Context: an optimization exercise on an open-source flow, tuned for small area, a short achievable clock period and few clock cycles. The choices shown serve that exercise and are no tape-out recipe.
At most, simulation tests tie the RTL to the original design; equivalence was not proved.
The RTL of run 2 was laid out without a check of its function.
Power and IR drop assume default switching activity.

--- flow/constraint.sdc ---
create_clock -name core_clock -period 5.0 [get_ports {clk}]
set_input_delay 1.0000 -clock core_clock [delete_from_list [all_inputs] [get_ports {clk}]]
set_output_delay 1.0000 -clock core_clock [all_outputs]
set_load 0.01 [all_outputs]
--- flow/config.mk ---
export PLATFORM = sky130hd
export DESIGN_NAME = load_store_unit
export DESIGN_NICKNAME = load_store_unit
export VERILOG_FILES = /design/flow/design.v
export SDC_FILE = /design/flow/constraint.sdc
export NUM_CORES = 4
export LEC_CHECK = 0
export CAP_MARGIN = 20
export CORE_MARGIN = 2
export CORE_UTILIZATION = 40
export SLEW_MARGIN = 20
--- flow/run.sh ---
#!/bin/bash
# synth_recipe.tcl (not shown) runs the flow's synth.tcl, then flattens the netlist and writes it again
# the make line also repeats each setting of config.mk as NAME=value (left out here)
make -C /OpenROAD-flow-scripts/flow DESIGN_CONFIG=/design/flow/config.mk WORK_HOME=/design/flow/orfs CLKGATE_MAP_FILE= SYNTH_SCRIPT=/design/flow/synth_recipe.tcl finish
--- flow/design.v ---
package rv_mem_pkg;
    typedef logic [31:0] word_t;
    typedef logic [3:0]  byte_mask_t;
    typedef enum logic [2:0] {
        lb  = 3'b000,
        lh  = 3'b001,
        lw  = 3'b010,
        lbu = 3'b100,
        lhu = 3'b101
    } mem_funct3_e;
    localparam mem_funct3_e sb = lb;
    localparam mem_funct3_e sh = lh;
    localparam mem_funct3_e sw = lw;
    function automatic logic [3:0] access_mask(logic [2:0] funct3, logic [1:0] addr_lo);
        case (funct3[1:0])
            2'b00:   access_mask = 4'b0001 << addr_lo;
            2'b01:   access_mask = 4'b0011 << addr_lo;
            default: access_mask = 4'b1111;
        endcase
    endfunction
    function automatic logic [31:0] store_lanes(logic [2:0] funct3, logic [1:0] addr_lo,
                                                logic [31:0] value);
        logic [31:0] lanes;
        lanes = '0;
        case (funct3[1:0])
            2'b00:   lanes[8*addr_lo +: 8] = value[7:0];
            2'b01:   lanes[16*addr_lo[1] +: 16] = value[15:0];
            default: lanes = value;
        endcase
        store_lanes = lanes;
    endfunction
endpackage
package lsu_cfg_pkg;
    localparam int queue_depth  = 8;
    localparam int rob_id_width = 4;
    localparam int qptr_width   = $clog2(queue_depth);
    typedef logic [rob_id_width-1:0] rob_id_t;
    typedef logic [qptr_width-1:0]   qptr_t;
    typedef logic [qptr_width:0]     qcount_t;
endpackage
`timescale 1ns/1ns
module load_queue (
    input  logic                    clk,
    input  logic                    rst_n,
    input  logic                    flush,
    input  logic                    disp_valid,
    input  logic                    disp_is_store,
    input  rv_mem_pkg::mem_funct3_e disp_funct3,
    input  lsu_cfg_pkg::rob_id_t    disp_rob_id,
    input  rv_mem_pkg::word_t       disp_imm,
    input  lsu_cfg_pkg::rob_id_t    disp_rs1_id,
    input  logic                    disp_rs1_ready,
    input  rv_mem_pkg::word_t       disp_rs1_value,
    input  logic                    cdb_valid,
    input  lsu_cfg_pkg::rob_id_t    cdb_rob_id,
    input  rv_mem_pkg::word_t       cdb_data,
    input  logic                    grant,
    output logic                    full,
    output logic                    sta_valid,
    output lsu_cfg_pkg::rob_id_t    sta_rob_id,
    output rv_mem_pkg::word_t       sta_addr,
    output rv_mem_pkg::byte_mask_t  sta_rmask,
    output rv_mem_pkg::mem_funct3_e sta_funct3
);
    rv_mem_pkg::mem_funct3_e funct3_q  [lsu_cfg_pkg::queue_depth];
    lsu_cfg_pkg::rob_id_t     rob_id_q  [lsu_cfg_pkg::queue_depth];
    rv_mem_pkg::word_t       imm_q     [lsu_cfg_pkg::queue_depth];
    lsu_cfg_pkg::rob_id_t     rs1_id_q  [lsu_cfg_pkg::queue_depth];
    logic        rs1_rdy_q [lsu_cfg_pkg::queue_depth];
    rv_mem_pkg::word_t       rs1_val_q [lsu_cfg_pkg::queue_depth];
    lsu_cfg_pkg::qptr_t   head;
    lsu_cfg_pkg::qptr_t   tail;
    lsu_cfg_pkg::qcount_t count;
    logic [lsu_cfg_pkg::queue_depth-1:0] in_use;
    logic  push;
    logic  pop;
    logic  head_ready;
    logic  rs1_hit;
    rv_mem_pkg::word_t head_addr;
    assign full       = (count == lsu_cfg_pkg::qcount_t'(lsu_cfg_pkg::queue_depth));
    assign push       = disp_valid && !disp_is_store && !full;
    assign head_ready = (count != '0) && rs1_rdy_q[head];
    assign pop        = head_ready && (!sta_valid || grant);
    assign rs1_hit    = cdb_valid && (cdb_rob_id == disp_rs1_id);
    assign head_addr  = rs1_val_q[head] + imm_q[head];
    always_comb begin
        for (int i = 0; i < lsu_cfg_pkg::queue_depth; i++) begin
            in_use[i] = ({1'b0, lsu_cfg_pkg::qptr_t'(i) - head} < count);
        end
    end
    always_ff @(posedge clk) begin
        if (!rst_n || flush) begin
            head      <= '0;
            tail      <= '0;
            count     <= '0;
            sta_valid <= 1'b0;
        end else begin
            if (push) begin
                tail <= tail + 1'b1;
            end
            if (pop) begin
                head <= head + 1'b1;
            end
            case ({push, pop})
                2'b10:   count <= count + 1'b1;
                2'b01:   count <= count - 1'b1;
                default: count <= count;
            endcase
            if (pop) begin
                sta_valid <= 1'b1;
            end else if (grant) begin
                sta_valid <= 1'b0;
            end
        end
    end
    always_ff @(posedge clk) begin
        for (int i = 0; i < lsu_cfg_pkg::queue_depth; i++) begin
            if (in_use[i] && !rs1_rdy_q[i] && cdb_valid && (cdb_rob_id == rs1_id_q[i])) begin
                rs1_rdy_q[i] <= 1'b1;
                rs1_val_q[i] <= cdb_data;
            end
        end
        if (push) begin
            funct3_q[tail]  <= disp_funct3;
            rob_id_q[tail]  <= disp_rob_id;
            imm_q[tail]     <= disp_imm;
            rs1_id_q[tail]  <= disp_rs1_id;
            rs1_rdy_q[tail] <= disp_rs1_ready || rs1_hit;
            rs1_val_q[tail] <= disp_rs1_ready ? disp_rs1_value : cdb_data;
        end
        if (pop) begin
            sta_rob_id <= rob_id_q[head];
            sta_addr   <= head_addr;
            sta_rmask  <= rv_mem_pkg::access_mask(funct3_q[head], head_addr[1:0]);
            sta_funct3 <= funct3_q[head];
        end
    end
endmodule
`timescale 1ns/1ns
module store_queue (
    input  logic                    clk,
    input  logic                    rst_n,
    input  logic                    flush,
    input  logic                    disp_valid,
    input  logic                    disp_is_store,
    input  rv_mem_pkg::mem_funct3_e disp_funct3,
    input  lsu_cfg_pkg::rob_id_t    disp_rob_id,
    input  rv_mem_pkg::word_t       disp_imm,
    input  lsu_cfg_pkg::rob_id_t    disp_rs1_id,
    input  logic                    disp_rs1_ready,
    input  rv_mem_pkg::word_t       disp_rs1_value,
    input  lsu_cfg_pkg::rob_id_t    disp_rs2_id,
    input  logic                    disp_rs2_ready,
    input  rv_mem_pkg::word_t       disp_rs2_value,
    input  logic                    cdb_valid,
    input  lsu_cfg_pkg::rob_id_t    cdb_rob_id,
    input  rv_mem_pkg::word_t       cdb_data,
    input  logic                    grant,
    output logic                    full,
    output logic                    sta_valid,
    output lsu_cfg_pkg::rob_id_t    sta_rob_id,
    output rv_mem_pkg::word_t       sta_addr,
    output rv_mem_pkg::byte_mask_t  sta_wmask,
    output rv_mem_pkg::word_t       sta_wdata
);
    rv_mem_pkg::mem_funct3_e funct3_q  [lsu_cfg_pkg::queue_depth];
    lsu_cfg_pkg::rob_id_t     rob_id_q  [lsu_cfg_pkg::queue_depth];
    rv_mem_pkg::word_t       imm_q     [lsu_cfg_pkg::queue_depth];
    lsu_cfg_pkg::rob_id_t     rs1_id_q  [lsu_cfg_pkg::queue_depth];
    logic        rs1_rdy_q [lsu_cfg_pkg::queue_depth];
    rv_mem_pkg::word_t       rs1_val_q [lsu_cfg_pkg::queue_depth];
    lsu_cfg_pkg::rob_id_t     rs2_id_q  [lsu_cfg_pkg::queue_depth];
    logic        rs2_rdy_q [lsu_cfg_pkg::queue_depth];
    rv_mem_pkg::word_t       rs2_val_q [lsu_cfg_pkg::queue_depth];
    lsu_cfg_pkg::qptr_t   head;
    lsu_cfg_pkg::qptr_t   tail;
    lsu_cfg_pkg::qcount_t count;
    logic [lsu_cfg_pkg::queue_depth-1:0] in_use;
    logic  push;
    logic  pop;
    logic  head_ready;
    logic  rs1_hit;
    logic  rs2_hit;
    rv_mem_pkg::word_t head_addr;
    assign full       = (count == lsu_cfg_pkg::qcount_t'(lsu_cfg_pkg::queue_depth));
    assign push       = disp_valid && disp_is_store && !full;
    assign head_ready = (count != '0) && rs1_rdy_q[head] && rs2_rdy_q[head];
    assign pop        = head_ready && (!sta_valid || grant);
    assign rs1_hit    = cdb_valid && (cdb_rob_id == disp_rs1_id);
    assign rs2_hit    = cdb_valid && (cdb_rob_id == disp_rs2_id);
    assign head_addr  = rs1_val_q[head] + imm_q[head];
    always_comb begin
        for (int i = 0; i < lsu_cfg_pkg::queue_depth; i++) begin
            in_use[i] = ({1'b0, lsu_cfg_pkg::qptr_t'(i) - head} < count);
        end
    end
    always_ff @(posedge clk) begin
        if (!rst_n || flush) begin
            head      <= '0;
            tail      <= '0;
            count     <= '0;
            sta_valid <= 1'b0;
        end else begin
            if (push) begin
                tail <= tail + 1'b1;
            end
            if (pop) begin
                head <= head + 1'b1;
            end
            case ({push, pop})
                2'b10:   count <= count + 1'b1;
                2'b01:   count <= count - 1'b1;
                default: count <= count;
            endcase
            if (pop) begin
                sta_valid <= 1'b1;
            end else if (grant) begin
                sta_valid <= 1'b0;
            end
        end
    end
    always_ff @(posedge clk) begin
        for (int i = 0; i < lsu_cfg_pkg::queue_depth; i++) begin
            if (in_use[i] && !rs1_rdy_q[i] && cdb_valid && (cdb_rob_id == rs1_id_q[i])) begin
                rs1_rdy_q[i] <= 1'b1;
                rs1_val_q[i] <= cdb_data;
            end
            if (in_use[i] && !rs2_rdy_q[i] && cdb_valid && (cdb_rob_id == rs2_id_q[i])) begin
                rs2_rdy_q[i] <= 1'b1;
                rs2_val_q[i] <= cdb_data;
            end
        end
        if (push) begin
            funct3_q[tail]  <= disp_funct3;
            rob_id_q[tail]  <= disp_rob_id;
            imm_q[tail]     <= disp_imm;
            rs1_id_q[tail]  <= disp_rs1_id;
            rs1_rdy_q[tail] <= disp_rs1_ready || rs1_hit;
            rs1_val_q[tail] <= disp_rs1_ready ? disp_rs1_value : cdb_data;
            rs2_id_q[tail]  <= disp_rs2_id;
            rs2_rdy_q[tail] <= disp_rs2_ready || rs2_hit;
            rs2_val_q[tail] <= disp_rs2_ready ? disp_rs2_value : cdb_data;
        end
        if (pop) begin
            sta_rob_id <= rob_id_q[head];
            sta_addr   <= head_addr;
            sta_wmask  <= rv_mem_pkg::access_mask(funct3_q[head], head_addr[1:0]);
            sta_wdata  <= rv_mem_pkg::store_lanes(funct3_q[head], head_addr[1:0], rs2_val_q[head]);
        end
    end
endmodule
`timescale 1ns/1ns
module mem_issue_arbiter (
    input  logic                    clk,
    input  logic                    rst_n,
    input  lsu_cfg_pkg::rob_id_t    commit_head,
    input  logic                    ld_sta_valid,
    input  lsu_cfg_pkg::rob_id_t    ld_sta_rob_id,
    input  rv_mem_pkg::word_t       ld_sta_addr,
    input  rv_mem_pkg::byte_mask_t  ld_sta_rmask,
    input  rv_mem_pkg::mem_funct3_e ld_sta_funct3,
    input  logic                    st_sta_valid,
    input  lsu_cfg_pkg::rob_id_t    st_sta_rob_id,
    input  rv_mem_pkg::word_t       st_sta_addr,
    input  rv_mem_pkg::byte_mask_t  st_sta_wmask,
    input  rv_mem_pkg::word_t       st_sta_wdata,
    output logic                    ld_grant,
    output logic                    st_grant,
    output logic                    mem_valid,
    output logic                    mem_write,
    output rv_mem_pkg::word_t       mem_addr,
    output rv_mem_pkg::byte_mask_t  mem_rmask,
    output rv_mem_pkg::byte_mask_t  mem_wmask,
    output rv_mem_pkg::word_t       mem_wdata,
    output rv_mem_pkg::mem_funct3_e mem_funct3,
    output lsu_cfg_pkg::rob_id_t    mem_rob_id,
    input  logic                    mem_ready
);
    logic active;
    logic ld_elig;
    logic st_elig;
    logic pick_store;
    logic xfer;
    always_ff @(posedge clk) begin
        if (!rst_n) begin
            active <= 1'b0;
        end else begin
            active <= 1'b1;
        end
    end
    assign ld_elig    = ld_sta_valid && (ld_sta_rob_id == commit_head);
    assign st_elig    = st_sta_valid && (st_sta_rob_id == commit_head);
    assign pick_store = st_elig;
    assign mem_valid  = active && (st_elig || ld_elig);
    assign mem_write  = pick_store;
    assign mem_addr   = pick_store ? st_sta_addr : ld_sta_addr;
    assign mem_rmask  = pick_store ? rv_mem_pkg::byte_mask_t'('0) : ld_sta_rmask;
    assign mem_wmask  = pick_store ? st_sta_wmask : rv_mem_pkg::byte_mask_t'('0);
    assign mem_wdata  = pick_store ? st_sta_wdata : rv_mem_pkg::word_t'('0);
    assign mem_funct3 = pick_store ? rv_mem_pkg::sw : ld_sta_funct3;
    assign mem_rob_id = pick_store ? st_sta_rob_id : ld_sta_rob_id;
    assign xfer     = mem_valid && mem_ready;
    assign st_grant = xfer && pick_store;
    assign ld_grant = xfer && !pick_store;
endmodule
`timescale 1ns/1ns
module load_store_unit (
    input  logic                    clk,
    input  logic                    rst_n,
    input  logic                    flush,
    input  logic                    disp_valid,
    input  logic                    disp_is_store,
    input  rv_mem_pkg::mem_funct3_e disp_funct3,
    input  lsu_cfg_pkg::rob_id_t    disp_rob_id,
    input  rv_mem_pkg::word_t       disp_imm,
    input  lsu_cfg_pkg::rob_id_t    disp_rs1_id,
    input  logic                    disp_rs1_ready,
    input  rv_mem_pkg::word_t       disp_rs1_value,
    input  lsu_cfg_pkg::rob_id_t    disp_rs2_id,
    input  logic                    disp_rs2_ready,
    input  rv_mem_pkg::word_t       disp_rs2_value,
    input  logic                    cdb_valid,
    input  lsu_cfg_pkg::rob_id_t    cdb_rob_id,
    input  rv_mem_pkg::word_t       cdb_data,
    input  lsu_cfg_pkg::rob_id_t    commit_head,
    output logic                    lq_full,
    output logic                    sq_full,
    output logic                    mem_valid,
    output logic                    mem_write,
    output rv_mem_pkg::word_t       mem_addr,
    output rv_mem_pkg::byte_mask_t  mem_rmask,
    output rv_mem_pkg::byte_mask_t  mem_wmask,
    output rv_mem_pkg::word_t       mem_wdata,
    output rv_mem_pkg::mem_funct3_e mem_funct3,
    output lsu_cfg_pkg::rob_id_t    mem_rob_id,
    input  logic                    mem_ready
);
    logic        ld_grant;
    logic        ld_sta_valid;
    lsu_cfg_pkg::rob_id_t     ld_sta_rob_id;
    rv_mem_pkg::word_t       ld_sta_addr;
    rv_mem_pkg::byte_mask_t  ld_sta_rmask;
    rv_mem_pkg::mem_funct3_e ld_sta_funct3;
    logic        st_grant;
    logic        st_sta_valid;
    lsu_cfg_pkg::rob_id_t     st_sta_rob_id;
    rv_mem_pkg::word_t       st_sta_addr;
    rv_mem_pkg::byte_mask_t  st_sta_wmask;
    rv_mem_pkg::word_t       st_sta_wdata;
    load_queue i_load_queue (
        .clk            (clk),
        .rst_n          (rst_n),
        .flush          (flush),
        .disp_valid     (disp_valid),
        .disp_is_store  (disp_is_store),
        .disp_funct3    (disp_funct3),
        .disp_rob_id    (disp_rob_id),
        .disp_imm       (disp_imm),
        .disp_rs1_id    (disp_rs1_id),
        .disp_rs1_ready (disp_rs1_ready),
        .disp_rs1_value (disp_rs1_value),
        .cdb_valid      (cdb_valid),
        .cdb_rob_id     (cdb_rob_id),
        .cdb_data       (cdb_data),
        .grant          (ld_grant),
        .full           (lq_full),
        .sta_valid      (ld_sta_valid),
        .sta_rob_id     (ld_sta_rob_id),
        .sta_addr       (ld_sta_addr),
        .sta_rmask      (ld_sta_rmask),
        .sta_funct3     (ld_sta_funct3)
    );
    store_queue i_store_queue (
        .clk            (clk),
        .rst_n          (rst_n),
        .flush          (flush),
        .disp_valid     (disp_valid),
        .disp_is_store  (disp_is_store),
        .disp_funct3    (disp_funct3),
        .disp_rob_id    (disp_rob_id),
        .disp_imm       (disp_imm),
        .disp_rs1_id    (disp_rs1_id),
        .disp_rs1_ready (disp_rs1_ready),
        .disp_rs1_value (disp_rs1_value),
        .disp_rs2_id    (disp_rs2_id),
        .disp_rs2_ready (disp_rs2_ready),
        .disp_rs2_value (disp_rs2_value),
        .cdb_valid      (cdb_valid),
        .cdb_rob_id     (cdb_rob_id),
        .cdb_data       (cdb_data),
        .grant          (st_grant),
        .full           (sq_full),
        .sta_valid      (st_sta_valid),
        .sta_rob_id     (st_sta_rob_id),
        .sta_addr       (st_sta_addr),
        .sta_wmask      (st_sta_wmask),
        .sta_wdata      (st_sta_wdata)
    );
    mem_issue_arbiter i_mem_issue_arbiter (
        .clk           (clk),
        .rst_n         (rst_n),
        .commit_head   (commit_head),
        .ld_sta_valid  (ld_sta_valid),
        .ld_sta_rob_id (ld_sta_rob_id),
        .ld_sta_addr   (ld_sta_addr),
        .ld_sta_rmask  (ld_sta_rmask),
        .ld_sta_funct3 (ld_sta_funct3),
        .st_sta_valid  (st_sta_valid),
        .st_sta_rob_id (st_sta_rob_id),
        .st_sta_addr   (st_sta_addr),
        .st_sta_wmask  (st_sta_wmask),
        .st_sta_wdata  (st_sta_wdata),
        .ld_grant      (ld_grant),
        .st_grant      (st_grant),
        .mem_valid     (mem_valid),
        .mem_write     (mem_write),
        .mem_addr      (mem_addr),
        .mem_rmask     (mem_rmask),
        .mem_wmask     (mem_wmask),
        .mem_wdata     (mem_wdata),
        .mem_funct3    (mem_funct3),
        .mem_rob_id    (mem_rob_id),
        .mem_ready     (mem_ready)
    );
endmodule
==> results of run 1 <==
==> registers in the layout, indices dropped and copies added (netlist names), 4 cells and up, named ones only <==
register and flops:
i_load_queue.funct3_q 24, i_store_queue.rs2_val_q 256, i_load_queue.imm_q 256, i_store_queue.sta_wdata 32, i_store_queue.imm_q 256, i_store_queue.rs1_id_q 32
i_load_queue.sta_addr 32, i_load_queue.rob_id_q 32, i_store_queue.rs2_rdy_q 8, i_store_queue.rs1_rdy_q 8, i_store_queue.sta_addr 32, i_load_queue.rs1_rdy_q 8
i_store_queue.sta_rob_id 4, i_store_queue.rs1_val_q 256, i_load_queue.count 4, i_store_queue.rob_id_q 32, i_load_queue.rs1_id_q 32, i_load_queue.sta_rmask 4
i_store_queue.rs2_id_q 32, i_load_queue.rs1_val_q 256, i_store_queue.sta_wmask 4, i_store_queue.count 4, i_load_queue.sta_rob_id 4, i_store_queue.funct3_q 16
==> routing by layer <==
metal | wire length (µm) | track usage (%)
met3 | 16600 | 3.20
met5 | 45 | 0
met1 | 94000 | 33.0
met4 | 4160 | 5.36
met2 | 107000 | 37.7
==> logic make-up after synthesis <==
group	after synthesis	share of synthesized area [%]
xor gates and xnor gates	183	2.15
and+or+nand+nor	902	5.27
AOI/OAI and AO/OA	1122	8.28
DFF	1648	65.6
adders and majority gates	101	1.71
buffers and inverters	462	2.59
muxes	619	14.4
==> cell type report <==
class	instances	area [µm²]	area share, %
timing repair buffer	410	4430	5.12
antenna	2	5.00	0.00578
clock buffer	211	4500	5.20
clock inverter	102	1110	1.28
inverter	68	298	0.344
multi-input combinational	2927	24200	27.9
sequential	1648	49000	56.6
tap	2480	3100	3.58
==> layout by cell type, fill, tap and decap left out, types with 16 or more instances in the layout <==
cell type        instances
nor2b_1                 20
clkbuf_16              174
nor2_1                 454
clkdlybuf4s50_1        240
nand2_1                228
mux4_2                 349
xor2_1                  68
dfxtp_1                 47
o21ai_1                 39
mux2_2                 169
clkinv_2                29
mux2i_1                 91
buf_4                  107
and2_1                  44
inv_1                   51
a21o_1                  36
bufinv_16               16
nand3_1                 45
clkbuf_1                36
clkinv_1                31
nand2b_1                17
o21ai_0                159
ha_1                    99
buf_12                  60
xnor2_1                115
a21oi_1                745
edfxtp_1              1595
==> power breakdown <==
| part | switching [mW] | internal [mW] |
|---|---|---|
| sequential | 0.0849 | 15.4 |
| combinational | 1.57 | 0.914 |
| clock | 5.60 | 7.29 |
==> critical path: cells and delay by family, from the launching register on <==
family | cells | cell delay [ps]
AOI/OAI and AO/OA | 6 | 1770
xor gates and xnor gates | 1 | 180
adders and majority gates | 2 | 770
DFF | 1 | 550
muxes | 2 | 850
==> synth_stat cells (all sizes together) (99+ instances only) <==
cell type,instances,area (µm²)
xnor2,115,1010
nand2,232,871
clkbuf,233,875
nor2,454,1700
buf,161,802
ha,99,1240
mux2i,101,1020
o21ai,199,1000
edfxtp,1595,47900
a21oi,745,3730
mux2,169,1900
mux4,349,7860
==> worst paths after layout <==
path	cells past startpoint	endpoint	startpoint
min reg2reg	1	i_load_queue.rs1_rdy_q[2]	i_load_queue.rs1_rdy_q[2]
max reg2reg	11	i_load_queue.sta_addr[26]	register
min	1	i_load_queue.rs1_rdy_q[2]	i_load_queue.rs1_rdy_q[2]
max	11	i_load_queue.sta_addr[26]	register
==> metrics.md, run 1 <==
| Metric | Value |
|---|---|
| Crit Path Class | `reg2reg` |
| Hold buffer count at cts | `0` |
| Port Buf Inserts | `around 240` |
| CP Max Fanout | `14` |
| DRC Markers | `0` |
| Final core occ | `a little under half` |
| Die X | `around 440 µm` |
| Share of flip-flops with an asynchronous set or reset | `0%` |
| Dpl ws | `562 ps` |
| Row cnt | `about 160` |
| DIE AREA | `190000 µm²` |
| Wire per inst | `28.3 µm` |
| Tcrit/Tclk final | `87.7%` |
| Clock-pin slew on the worst setup and hold paths | `roughly 60 ps` |
| Post-Layout Inst Area | `86600 µm²` |
| Global route overflow | `0` |
| Post-CTS resize count | `0` |
| Power Density | `356 nW/µm²` |
| RSZ-0062 raised after global routing | `false` |
| WP data required | `5560 ps` |
| Global-route wire length before repair | `320000 µm` |
| Synthesis-stage register bit count | `roughly 1600` |
| I/O pin cnt | `243` |
| Final nets | `5490` |
| Final wirelength | `roughly 220000 µm` |
| Antenna viol nets, final | `0` |
| Post-synth EDFFs | `1595` |
| CP Cell Sequence | `mux4_2 -> mux2_2 -> ha_1 -> fa_1 -> a21o_1 -> a21oi_1 -> o21ai_1 -> a211oi_1 -> a21o_1 -> o21ai_0 -> xnor2_1` |
| Setup Viol. Count Final | `0` |
| TritonCTS Sinks | `1648` |
| Crit-path most repeated cell | `a21o_1` |
| Inst Count DP | `7532` |
| Post-Syn Nets | `about 5300` |
| FF-to-FF setup slack | `610 ps` |
| Vias in the first global route | `approximately 45000` |
| TritonCTS buffer count | `roughly 170` |
| Vias | `45363` |
| HP Class | `reg2reg` |
| Status | `complete, no violations` |
| Synth warn | `3` |
| Final worst setup slack | `614 ps` |
| CTS tree | `yes` |
| Cell area after synthesis | `74700 µm²` |
| Core ar. | `185000 µm²` |
| Fin crit period | `4390 ps` |
| Area post-placement | `81000 µm²` |
| LEAKAGE | `28.2 nW` |
| Starting density of the core | `40.3%` |
| Slowest cell on crit path | `mux4_2` |
| Worst-Margin Slew | `1140 ps` |
| Peak supply drop | `267 µV` |
| Crit start category | `register` |
| Fill count | `16032` |
| TritonRoute pass-1 iters | `6` |
| Worst relative slew slack | `22.5%` |
| Placer congestion estimate | `0.873` |
| GRT Total Usage | `a little under a quarter` |
| Clock Root Buffer | `clkbuf_16` |
| Synth Flop Type | `edfxtp_1` |
| Largest net degree at the start of global routing | `109` |
| Syn avg cell area | `about 15 µm²` |
| Number of DRC markers in iteration 0 | `5393` |
| Non-Filler Instances | `7848` |
| Distinct cell type count after synthesis | `80` |
| Postcts setup bufs | `0` |
| Share of cells above drive strength 1 | `19.0%` |
| Max cap viols | `0` |
| Die height | `436 µm` |
| P&R area growth vs syn | `16.0%` |
| Maximum root-to-sink buffer count | `3` |
| Max incr delay on CP | `about 560 ps` |
| Final Max Slew Viols | `0` |
| Hpwl dp | `between 100000 and 150000 µm` |
| Clk_skew | `36.6 ps` |
| Setup TNS | `0 ps` |
| Worst Setup End Kind | `register` |
| Drt via density | `approximately 5.8` |
| Post-Syn Instances | `5037` |
| Hold slack | `515 ps` |
| Register area share after synthesis | `between 60% and 70%` |
| Worst-Skew Late Latency | `840 ps` |
| Power Total | `between 30 and 40 mW` |
| Final Hold Fails | `0` |
| Arrival time of the worst setup path | `4950 ps` |
| Initial antenna violation count | `14` |
| Max Clock Freq | `around 230 MHz` |
| H-tree levels | `4` |
Testbench counts, summed over its fixed seeds: cycles 7,685.
==> run 2, diff against run 1 <==
--- a/flow/design.v
+++ b/flow/design.v
@@ -47,3 +47,3 @@
     input  logic                    disp_is_store,
-    input  rv_mem_pkg::mem_funct3_e disp_funct3,
+    input  logic [2:0]              disp_funct3,
     input  lsu_cfg_pkg::rob_id_t    disp_rob_id,
@@ -62,10 +62,11 @@
     output rv_mem_pkg::byte_mask_t  sta_rmask,
-    output rv_mem_pkg::mem_funct3_e sta_funct3
+    output logic [2:0]              sta_funct3
 );
-    rv_mem_pkg::mem_funct3_e funct3_q  [lsu_cfg_pkg::queue_depth];
-    lsu_cfg_pkg::rob_id_t     rob_id_q  [lsu_cfg_pkg::queue_depth];
-    rv_mem_pkg::word_t       imm_q     [lsu_cfg_pkg::queue_depth];
-    lsu_cfg_pkg::rob_id_t     rs1_id_q  [lsu_cfg_pkg::queue_depth];
-    logic        rs1_rdy_q [lsu_cfg_pkg::queue_depth];
-    rv_mem_pkg::word_t       rs1_val_q [lsu_cfg_pkg::queue_depth];
+    localparam int D = lsu_cfg_pkg::queue_depth;
+    logic [2:0]            funct3_q  [D];
+    lsu_cfg_pkg::rob_id_t  rob_id_q  [D];
+    logic [11:0]           imm_q     [D];
+    lsu_cfg_pkg::rob_id_t  rs1_id_q  [D];
+    logic                  rs1_rdy_q [D];
+    rv_mem_pkg::word_t     rs1_val_q [D];
     lsu_cfg_pkg::qptr_t   head;
@@ -73,19 +74,40 @@
     lsu_cfg_pkg::qcount_t count;
-    logic [lsu_cfg_pkg::queue_depth-1:0] in_use;
-    logic  push;
-    logic  pop;
-    logic  head_ready;
-    logic  rs1_hit;
-    rv_mem_pkg::word_t head_addr;
-    assign full       = (count == lsu_cfg_pkg::qcount_t'(lsu_cfg_pkg::queue_depth));
-    assign push       = disp_valid && !disp_is_store && !full;
-    assign head_ready = (count != '0) && rs1_rdy_q[head];
-    assign pop        = head_ready && (!sta_valid || grant);
-    assign rs1_hit    = cdb_valid && (cdb_rob_id == disp_rs1_id);
-    assign head_addr  = rs1_val_q[head] + imm_q[head];
+    logic empty;
+    logic disp;
+    logic push;
+    logic pop;
+    logic rs1_hit;
+    logic take;
+    logic c_valid;
+    logic c_rdy;
+    rv_mem_pkg::word_t c_base;
+    logic [11:0]       c_imm;
+    logic [2:0]        c_funct3;
+    lsu_cfg_pkg::rob_id_t c_rob_id;
+    rv_mem_pkg::word_t c_addr;
+    assign full    = count[lsu_cfg_pkg::qptr_width];
+    assign empty   = (count == '0);
+    assign disp    = disp_valid && !disp_is_store;
+    assign rs1_hit = cdb_valid && (cdb_rob_id == disp_rs1_id);
     always_comb begin
-        for (int i = 0; i < lsu_cfg_pkg::queue_depth; i++) begin
-            in_use[i] = ({1'b0, lsu_cfg_pkg::qptr_t'(i) - head} < count);
+        if (!empty) begin
+            c_valid  = 1'b1;
+            c_rdy    = rs1_rdy_q[head] || (cdb_valid && (cdb_rob_id == rs1_id_q[head]));
+            c_base   = rs1_rdy_q[head] ? rs1_val_q[head] : cdb_data;
+            c_imm    = imm_q[head];
+            c_funct3 = funct3_q[head];
+            c_rob_id = rob_id_q[head];
+        end else begin
+            c_valid  = disp;
+            c_rdy    = disp_rs1_ready || rs1_hit;
+            c_base   = disp_rs1_ready ? disp_rs1_value : cdb_data;
+            c_imm    = disp_imm[11:0];
+            c_funct3 = disp_funct3;
+            c_rob_id = disp_rob_id;
         end
     end
+    assign c_addr = c_base + {{20{c_imm[11]}}, c_imm};
+    assign take   = c_valid && c_rdy && (!sta_valid || grant);
+    assign pop    = take && !empty;
+    assign push   = disp && !(take && empty);
     always_ff @(posedge clk) begin
@@ -97,18 +119,8 @@
         end else begin
-            if (push) begin
-                tail <= tail + 1'b1;
-            end
-            if (pop) begin
-                head <= head + 1'b1;
-            end
-            case ({push, pop})
-                2'b10:   count <= count + 1'b1;
-                2'b01:   count <= count - 1'b1;
-                default: count <= count;
-            endcase
-            if (pop) begin
-                sta_valid <= 1'b1;
-            end else if (grant) begin
-                sta_valid <= 1'b0;
-            end
+            if (push) tail <= tail + 1'b1;
+            if (pop)  head <= head + 1'b1;
+            if (push && !pop)      count <= count + 1'b1;
+            else if (pop && !push) count <= count - 1'b1;
+            if (take)       sta_valid <= 1'b1;
+            else if (grant) sta_valid <= 1'b0;
         end
@@ -116,4 +128,4 @@
     always_ff @(posedge clk) begin
-        for (int i = 0; i < lsu_cfg_pkg::queue_depth; i++) begin
-            if (in_use[i] && !rs1_rdy_q[i] && cdb_valid && (cdb_rob_id == rs1_id_q[i])) begin
+        for (int i = 0; i < D; i++) begin
+            if (!rs1_rdy_q[i] && cdb_valid && (cdb_rob_id == rs1_id_q[i])) begin
                 rs1_rdy_q[i] <= 1'b1;
@@ -125,3 +137,3 @@
             rob_id_q[tail]  <= disp_rob_id;
-            imm_q[tail]     <= disp_imm;
+            imm_q[tail]     <= disp_imm[11:0];
             rs1_id_q[tail]  <= disp_rs1_id;
@@ -130,7 +142,7 @@
         end
-        if (pop) begin
-            sta_rob_id <= rob_id_q[head];
-            sta_addr   <= head_addr;
-            sta_rmask  <= rv_mem_pkg::access_mask(funct3_q[head], head_addr[1:0]);
-            sta_funct3 <= funct3_q[head];
+        if (take) begin
+            sta_rob_id <= c_rob_id;
+            sta_addr   <= c_addr;
+            sta_rmask  <= rv_mem_pkg::access_mask(c_funct3, c_addr[1:0]);
+            sta_funct3 <= c_funct3;
         end
@@ -145,3 +157,3 @@
     input  logic                    disp_is_store,
-    input  rv_mem_pkg::mem_funct3_e disp_funct3,
+    input  logic [2:0]              disp_funct3,
     input  lsu_cfg_pkg::rob_id_t    disp_rob_id,
@@ -165,11 +177,12 @@
 );
-    rv_mem_pkg::mem_funct3_e funct3_q  [lsu_cfg_pkg::queue_depth];
-    lsu_cfg_pkg::rob_id_t     rob_id_q  [lsu_cfg_pkg::queue_depth];
-    rv_mem_pkg::word_t       imm_q     [lsu_cfg_pkg::queue_depth];
-    lsu_cfg_pkg::rob_id_t     rs1_id_q  [lsu_cfg_pkg::queue_depth];
-    logic        rs1_rdy_q [lsu_cfg_pkg::queue_depth];
-    rv_mem_pkg::word_t       rs1_val_q [lsu_cfg_pkg::queue_depth];
-    lsu_cfg_pkg::rob_id_t     rs2_id_q  [lsu_cfg_pkg::queue_depth];
-    logic        rs2_rdy_q [lsu_cfg_pkg::queue_depth];
-    rv_mem_pkg::word_t       rs2_val_q [lsu_cfg_pkg::queue_depth];
+    localparam int D = lsu_cfg_pkg::queue_depth;
+    logic [1:0]            size_q    [D];
+    lsu_cfg_pkg::rob_id_t  rob_id_q  [D];
+    logic [11:0]           imm_q     [D];
+    lsu_cfg_pkg::rob_id_t  rs1_id_q  [D];
+    logic                  rs1_rdy_q [D];
+    rv_mem_pkg::word_t     rs1_val_q [D];
+    lsu_cfg_pkg::rob_id_t  rs2_id_q  [D];
+    logic                  rs2_rdy_q [D];
+    rv_mem_pkg::word_t     rs2_val_q [D];
     lsu_cfg_pkg::qptr_t   head;
@@ -177,21 +190,46 @@
     lsu_cfg_pkg::qcount_t count;
-    logic [lsu_cfg_pkg::queue_depth-1:0] in_use;
-    logic  push;
-    logic  pop;
-    logic  head_ready;
-    logic  rs1_hit;
-    logic  rs2_hit;
-    rv_mem_pkg::word_t head_addr;
-    assign full       = (count == lsu_cfg_pkg::qcount_t'(lsu_cfg_pkg::queue_depth));
-    assign push       = disp_valid && disp_is_store && !full;
-    assign head_ready = (count != '0) && rs1_rdy_q[head] && rs2_rdy_q[head];
-    assign pop        = head_ready && (!sta_valid || grant);
-    assign rs1_hit    = cdb_valid && (cdb_rob_id == disp_rs1_id);
-    assign rs2_hit    = cdb_valid && (cdb_rob_id == disp_rs2_id);
-    assign head_addr  = rs1_val_q[head] + imm_q[head];
+    logic empty;
+    logic disp;
+    logic push;
+    logic pop;
+    logic rs1_hit;
+    logic rs2_hit;
+    logic take;
+    logic c_valid;
+    logic c_rdy;
+    rv_mem_pkg::word_t c_base;
+    rv_mem_pkg::word_t c_data;
+    logic [11:0]       c_imm;
+    logic [1:0]        c_size;
+    lsu_cfg_pkg::rob_id_t c_rob_id;
+    rv_mem_pkg::word_t c_addr;
+    assign full    = count[lsu_cfg_pkg::qptr_width];
+    assign empty   = (count == '0);
+    assign disp    = disp_valid && disp_is_store;
+    assign rs1_hit = cdb_valid && (cdb_rob_id == disp_rs1_id);
+    assign rs2_hit = cdb_valid && (cdb_rob_id == disp_rs2_id);
     always_comb begin
-        for (int i = 0; i < lsu_cfg_pkg::queue_depth; i++) begin
-            in_use[i] = ({1'b0, lsu_cfg_pkg::qptr_t'(i) - head} < count);
+        if (!empty) begin
+            c_valid  = 1'b1;
+            c_rdy    = (rs1_rdy_q[head] || (cdb_valid && (cdb_rob_id == rs1_id_q[head]))) &&
+                       (rs2_rdy_q[head] || (cdb_valid && (cdb_rob_id == rs2_id_q[head])));
+            c_base   = rs1_rdy_q[head] ? rs1_val_q[head] : cdb_data;
+            c_data   = rs2_rdy_q[head] ? rs2_val_q[head] : cdb_data;
+            c_imm    = imm_q[head];
+            c_size   = size_q[head];
+            c_rob_id = rob_id_q[head];
+        end else begin
+            c_valid  = disp;
+            c_rdy    = (disp_rs1_ready || rs1_hit) && (disp_rs2_ready || rs2_hit);
+            c_base   = disp_rs1_ready ? disp_rs1_value : cdb_data;
+            c_data   = disp_rs2_ready ? disp_rs2_value : cdb_data;
+            c_imm    = disp_imm[11:0];
+            c_size   = disp_funct3[1:0];
+            c_rob_id = disp_rob_id;
         end
     end
+    assign c_addr = c_base + {{20{c_imm[11]}}, c_imm};
+    assign take   = c_valid && c_rdy && (!sta_valid || grant);
+    assign pop    = take && !empty;
+    assign push   = disp && !(take && empty);
     always_ff @(posedge clk) begin
@@ -203,18 +241,8 @@
         end else begin
-            if (push) begin
-                tail <= tail + 1'b1;
-            end
-            if (pop) begin
-                head <= head + 1'b1;
-            end
-            case ({push, pop})
-                2'b10:   count <= count + 1'b1;
-                2'b01:   count <= count - 1'b1;
-                default: count <= count;
-            endcase
-            if (pop) begin
-                sta_valid <= 1'b1;
-            end else if (grant) begin
-                sta_valid <= 1'b0;
-            end
+            if (push) tail <= tail + 1'b1;
+            if (pop)  head <= head + 1'b1;
+            if (push && !pop)      count <= count + 1'b1;
+            else if (pop && !push) count <= count - 1'b1;
+            if (take)       sta_valid <= 1'b1;
+            else if (grant) sta_valid <= 1'b0;
         end
@@ -222,4 +250,4 @@
     always_ff @(posedge clk) begin
-        for (int i = 0; i < lsu_cfg_pkg::queue_depth; i++) begin
-            if (in_use[i] && !rs1_rdy_q[i] && cdb_valid && (cdb_rob_id == rs1_id_q[i])) begin
+        for (int i = 0; i < D; i++) begin
+            if (!rs1_rdy_q[i] && cdb_valid && (cdb_rob_id == rs1_id_q[i])) begin
                 rs1_rdy_q[i] <= 1'b1;
@@ -227,3 +255,3 @@
             end
-            if (in_use[i] && !rs2_rdy_q[i] && cdb_valid && (cdb_rob_id == rs2_id_q[i])) begin
+            if (!rs2_rdy_q[i] && cdb_valid && (cdb_rob_id == rs2_id_q[i])) begin
                 rs2_rdy_q[i] <= 1'b1;
@@ -233,5 +261,5 @@
         if (push) begin
-            funct3_q[tail]  <= disp_funct3;
+            size_q[tail]    <= disp_funct3[1:0];
             rob_id_q[tail]  <= disp_rob_id;
-            imm_q[tail]     <= disp_imm;
+            imm_q[tail]     <= disp_imm[11:0];
             rs1_id_q[tail]  <= disp_rs1_id;
@@ -243,7 +271,7 @@
         end
-        if (pop) begin
-            sta_rob_id <= rob_id_q[head];
-            sta_addr   <= head_addr;
-            sta_wmask  <= rv_mem_pkg::access_mask(funct3_q[head], head_addr[1:0]);
-            sta_wdata  <= rv_mem_pkg::store_lanes(funct3_q[head], head_addr[1:0], rs2_val_q[head]);
+        if (take) begin
+            sta_rob_id <= c_rob_id;
+            sta_addr   <= c_addr;
+            sta_wmask  <= rv_mem_pkg::access_mask({1'b0, c_size}, c_addr[1:0]);
+            sta_wdata  <= rv_mem_pkg::store_lanes({1'b0, c_size}, c_addr[1:0], c_data);
         end
@@ -312,3 +340,3 @@
     input  logic                    disp_is_store,
-    input  rv_mem_pkg::mem_funct3_e disp_funct3,
+    input  logic [2:0]              disp_funct3,
     input  lsu_cfg_pkg::rob_id_t    disp_rob_id,
@@ -333,3 +361,3 @@
     output rv_mem_pkg::word_t       mem_wdata,
-    output rv_mem_pkg::mem_funct3_e mem_funct3,
+    output logic [2:0]              mem_funct3,
     output lsu_cfg_pkg::rob_id_t    mem_rob_id,
@@ -342,3 +370,3 @@
     rv_mem_pkg::byte_mask_t  ld_sta_rmask;
-    rv_mem_pkg::mem_funct3_e ld_sta_funct3;
+    logic [2:0]              ld_sta_funct3;
     logic        st_grant;
==> run 2 against run 1 <==
Effect of this change: wire length is 5.4% lower; die area is 13% lower; synthesized area shrank 13%; via count fell by 0.75%; sequential share of layout area fell by 5.6 points; clock skew fell by 0.84 ps; non-clock buffer count is 269 higher; critical path depth up 8; global-route usage up 2.1 points; combinational power rose to 5.3 times the previous value; register-to-register slack worse by 450 ps; worst hold slack got worse by 33 ps; critical path type unchanged.
==> metrics.md, run 2 <==
| Metric | Value |
|---|---|
| Status | `complete, no violations` |
| Starting density of the core | `40.3% (about the same)` |
| Post-Syn Nets | `5224 (-1.4%)` |
| Synth Flop Type | `edfxtp_1` |
| LEAKAGE | `26.6 nW (-5.8%)` |
| Antenna Cells | `0 (-2)` |
| FF-to-FF setup slack | `170 ps (-450 ps)` |
| CTS tree | `yes` |
| CP Cell Sequence | `mux4_1 -> mux2i_4 -> buf_12 -> buf_4 -> nand2_1 -> o21ai_0 -> nand2_1 -> o21ai_1 -> ha_1 -> a211oi_2 -> o21ai_0 -> a221o_1 -> a31o_2 -> a31o_1 -> nand3_1 -> o21ai_1 -> buf_4 -> a31oi_1 -> xnor2_1` |
| Synth warn | `3 (unchanged)` |
| Number of DRC markers in iteration 0 | `5412 (+0.35%)` |
| GRT Total Usage | `25.3% (+2.1 points)` |
| Crit path to | `i_store_queue.sta_addr[27]` |
| Die height | `406 µm (-6.8%)` |
| Power Density | `484 nW/µm² (+36%)` |
| Clock Root Buffer | `clkbuf_16` |
| CP Max Fanout | `33 (+19)` |
| Peak supply drop | `443 µV (+66%)` |
| Largest net degree at the start of global routing | `101 (-7.3%)` |
| Global route overflow | `0 (unchanged)` |
| Inst Count DP | `7398 (-1.8%)` |
| WP data required | `5510 ps (-50 ps)` |
| Top cells by instance count after synthesis | `edfxtp_1, a21oi_1, nand2_1, nor2_1, o21ai_0` |
| Die X | `406 µm (-6.8%)` |
| Ranking of synthesized cells by area | `edfxtp_1, mux4_2, a21oi_1` |
| Most frequent cell after synthesis | `edfxtp_1` |
| Max Clock Freq | `207 MHz (-9.3%)` |
| FF-to-FF path depth | `19 (+8)` |
| I/O pin cnt | `243 (unchanged)` |
| Synthesis-stage register bit count | `1328 (-19%)` |
| Maximum root-to-sink buffer count | `3 (unchanged)` |
| Max incr delay on CP | `640 ps (+80 ps)` |
| Global-route wire length before repair | `301000 µm (-6.0%)` |
| Distinct cell type count after synthesis | `82 (+2.5%)` |
| Tcrit/Tclk final | `96.7% (+9.0 points)` |
| Delay-heaviest family, CP | `compound AO/OA/AOI/OAI gates` |
| Top flop regs | `i_load_queue.rs1_val_q (256), i_store_queue.rs1_val_q (256), i_store_queue.rs2_val_q (256)` |
| Hpwl dp | `139000 µm (-2.9%)` |
| Register area share after synthesis | `60.8% (-4.8 points)` |
| DRC Markers | `0 (unchanged)` |
| TritonCTS Sinks | `1328 (-19%)` |
| Fin crit period | `4830 ps (+448 ps)` |
| Most frequent cells in the layout | `edfxtp_1, a21oi_1, nand2_1` |
| Commonest non-fill, non-tap cell in the layout | `edfxtp_1` |
| Drt via density | `5.87 (+1.6%)` |
| Post-Syn Instances | `4987 (-0.99%)` |
| Post-synth EDFFs | `1275 (-20%)` |
| Crit path depth | `19 (+8)` |
| Min-delay src | `i_load_queue.rs1_rdy_q[7]` |
| Core ar. | `161000 µm² (-13%)` |
| Final Max Slew Viols | `0 (unchanged)` |
| TritonCTS buffer count | `147 (-16%)` |
| Arrival time of the worst setup path | `5350 ps (+400 ps)` |
| Reg area | `39400 µm² (-20%)` |
| Non-Filler Instances | `7668 (-2.3%)` |
| Final Hold Fails | `0 (unchanged)` |
| TritonRoute pass-1 iters | `6 (unchanged)` |
| Initial antenna violation count | `4 (-10)` |
| Placer congestion estimate | `0.864 (-0.96%)` |
| Reg2Reg Capture Point | `i_store_queue.sta_addr[27]` |
| Worst Setup End Kind | `register` |
| Share of flip-flops with an asynchronous set or reset | `0% (unchanged)` |
| Slowest cell on crit path | `mux4_1` |
| Worst-Skew Late Latency | `790 ps (-50 ps)` |
| Share of cells above drive strength 1 | `19.2% (+0.11 points)` |
| P&R area growth vs syn | `19.4%` |
| Setup Viol. Count Final | `0 (unchanged)` |
| Clk_skew | `35.8 ps (-0.839 ps)` |
| Cell area after synthesis | `64800 µm² (-13%)` |
| Area post-placement | `72600 µm² (-10%)` |
| Clock-pin slew on the worst setup and hold paths | `60 ps (about the same)` |
| Vias | `45022 (-0.75%)` |
| Post-Layout Inst Area | `77300 µm² (-11%)` |
| Crit path buf inv count | `3 (+3)` |
| Wire per inst | `27.4 µm (-3.2%)` |
| Max cap viols | `0 (unchanged)` |
| Worst relative slew slack | `21.1% (-1.4 points)` |
| Row cnt | `147 (-7.0%)` |
| Final nets | `5630 (+2.6%)` |
| Port Buf Inserts | `222 (-8.3%)` |
| Final wirelength | `210000 µm (-5.4%)` |
| Syn avg cell area | `13.0 µm² (-12%)` |
| Crit Path Class | `reg2reg` |
| Cell taking the most area after synthesis | `edfxtp_1` |
| RSZ-0062 raised after global routing | `true` |
| Fill count | `14138 (-12%)` |
| Worst-Margin Slew | `1180 ps (+38.9 ps)` |
| Antenna viol nets, final | `0 (unchanged)` |
| Vias in the first global route | `43702 (-2.5%)` |
| Crit start category | `register` |
| DIE AREA | `165000 µm² (-13%)` |
| Share of the synthesized area in the top cell type | `59.1% (-5.0 points)` |
| Hold buffer count at cts | `0 (unchanged)` |
| Multi-input gate area | `23700 µm² (-1.8%)` |
| HP Class | `reg2reg` |
| H-tree levels | `4 (unchanged)` |
-- run 2: cell families (layout without fill, tap and decap cells) --
group | count (synthesis) | after routing | synth area share, %
flops | 1328 | 1328 | 60.8
compound gates | 1242 | 1242 | 10.5
simple gates | 1113 | 1113 | 7.24
mux | 547 | 547 | 14.2
buf+inv | 492 | 1013 | 3.21
xor+xnor | 188 | 188 | 2.54
fa+ha+maj | 77 | 77 | 1.53
-- run 2: repair_timing --
item | 4_1_cts | 5_1_grt
setup buffers | 0 | 5
endpoints found under the setup margin | 7 | 19
pin swaps | 2 | 4
gates cloned | 0 | 1
gates resized for setup | 5 | 14
-- run 2: how the worst min path moves through the flow --
stage	to	cells past startpoint	slack [ps]
final	i_load_queue.rs1_rdy_q[7]	2	480
after detailed placement	i_load_queue.rs1_rdy_q[7]	2	470
after CTS	i_load_queue.rs1_rdy_q[7]	2	480
after global routing	i_load_queue.rs1_rdy_q[6]	2	520
after floorplan	i_load_queue.rs1_rdy_q[1]	2	450
after global placement	i_load_queue.rs1_rdy_q[7]	2	470
-- run 2: tightest hold or removal path, cell delays in order (launching register included) --
cell and delay (ps):
dfxtp_1 310, inv_1 60, a31oi_1 70
-- run 2: metal layers --
layer | global-route usage (%) | share of wire [%] | vias to the layer above
met2 | 39.8 | 46 | 2411
li1 | - | - | 19710
met4 | 7.89 | 3.0 | 4
met5 | 0 | 0.010 | -
met1 | 35.4 | 40 | 22520
met3 | 4.88 | 11 | 377
-- run 2: cell type report --
cell class | instances | area share, %
clock buffer | 190 | 5.17
clock inverter | 74 | 0.783
inverter | 70 | 0.340
multi-input combinational | 3167 | 30.7
sequential | 1328 | 50.9
tap | 2160 | 3.50
timing repair buffer | 679 | 8.59
-- run 2: metrics by stage --
stage	TNS (ps)	hold WS [ps]	power, mW	setup slack [ps]	util [%]
2_1_floorplan	0	450	21.7	14.3	-
3_3_place_gp	-2630	469	26.7	-438	45.1
3_5_place_dp	-3260	471	26.8	-463	45.1
4_1_cts	-33.8	481	37.4	-17.2	48.0
5_1_grt	-151	517	39.1	-64.6	48.1
6_report	0	482	37.4	165	48.1
-- run 2: where the power goes --
| part | internal, mW | switching [mW] | total, mW | leakage, nW |
|---|---|---|---|---|
| sequential | 13.4 | 0.219 | 13.6 | 12.0 |
| clock | 6.05 | 4.47 | 10.5 | 2.25 |
| combinational | 5.57 | 7.68 | 13.2 | 12.3 |
| total | 25.0 | 12.4 | 37.4 | 26.6 |

-- port drivers added, routing unchanged --
In the flow no input, the clock included, has a driving cell. The finished layouts below were timed again as built, in two steps.
Step 1: set_driving_cell puts a clkbuf_16 on clk and a buf_2 on each other input, an assumption about the parent block.
Step 2 adds t to the input delays and takes it off the output delays; t is the mean of the earliest and latest rising clock arrival at the registers after step 1. Input paths then give back, and output paths get back, about the clock's delay inside the block.
Slacks: ideal / step 1 / step 2; pairs: ideal / step 1.
run | t (ns) | slack for setup (ns) | latest minus earliest clock arrival (ns)
run 1 | 0.905 | 0.614 / 0.614 / 0.614 | 0.042 / 0.042
run 2 | 0.849 | 0.165 / 0.165 / -0.111 | 0.037 / 0.037
With both steps, setup timing fails in run 2, where it was met with ideal ports. The setup slack of run 2, which loses most, moves by 0.000 ns with the drivers and by -0.276 ns with both steps.
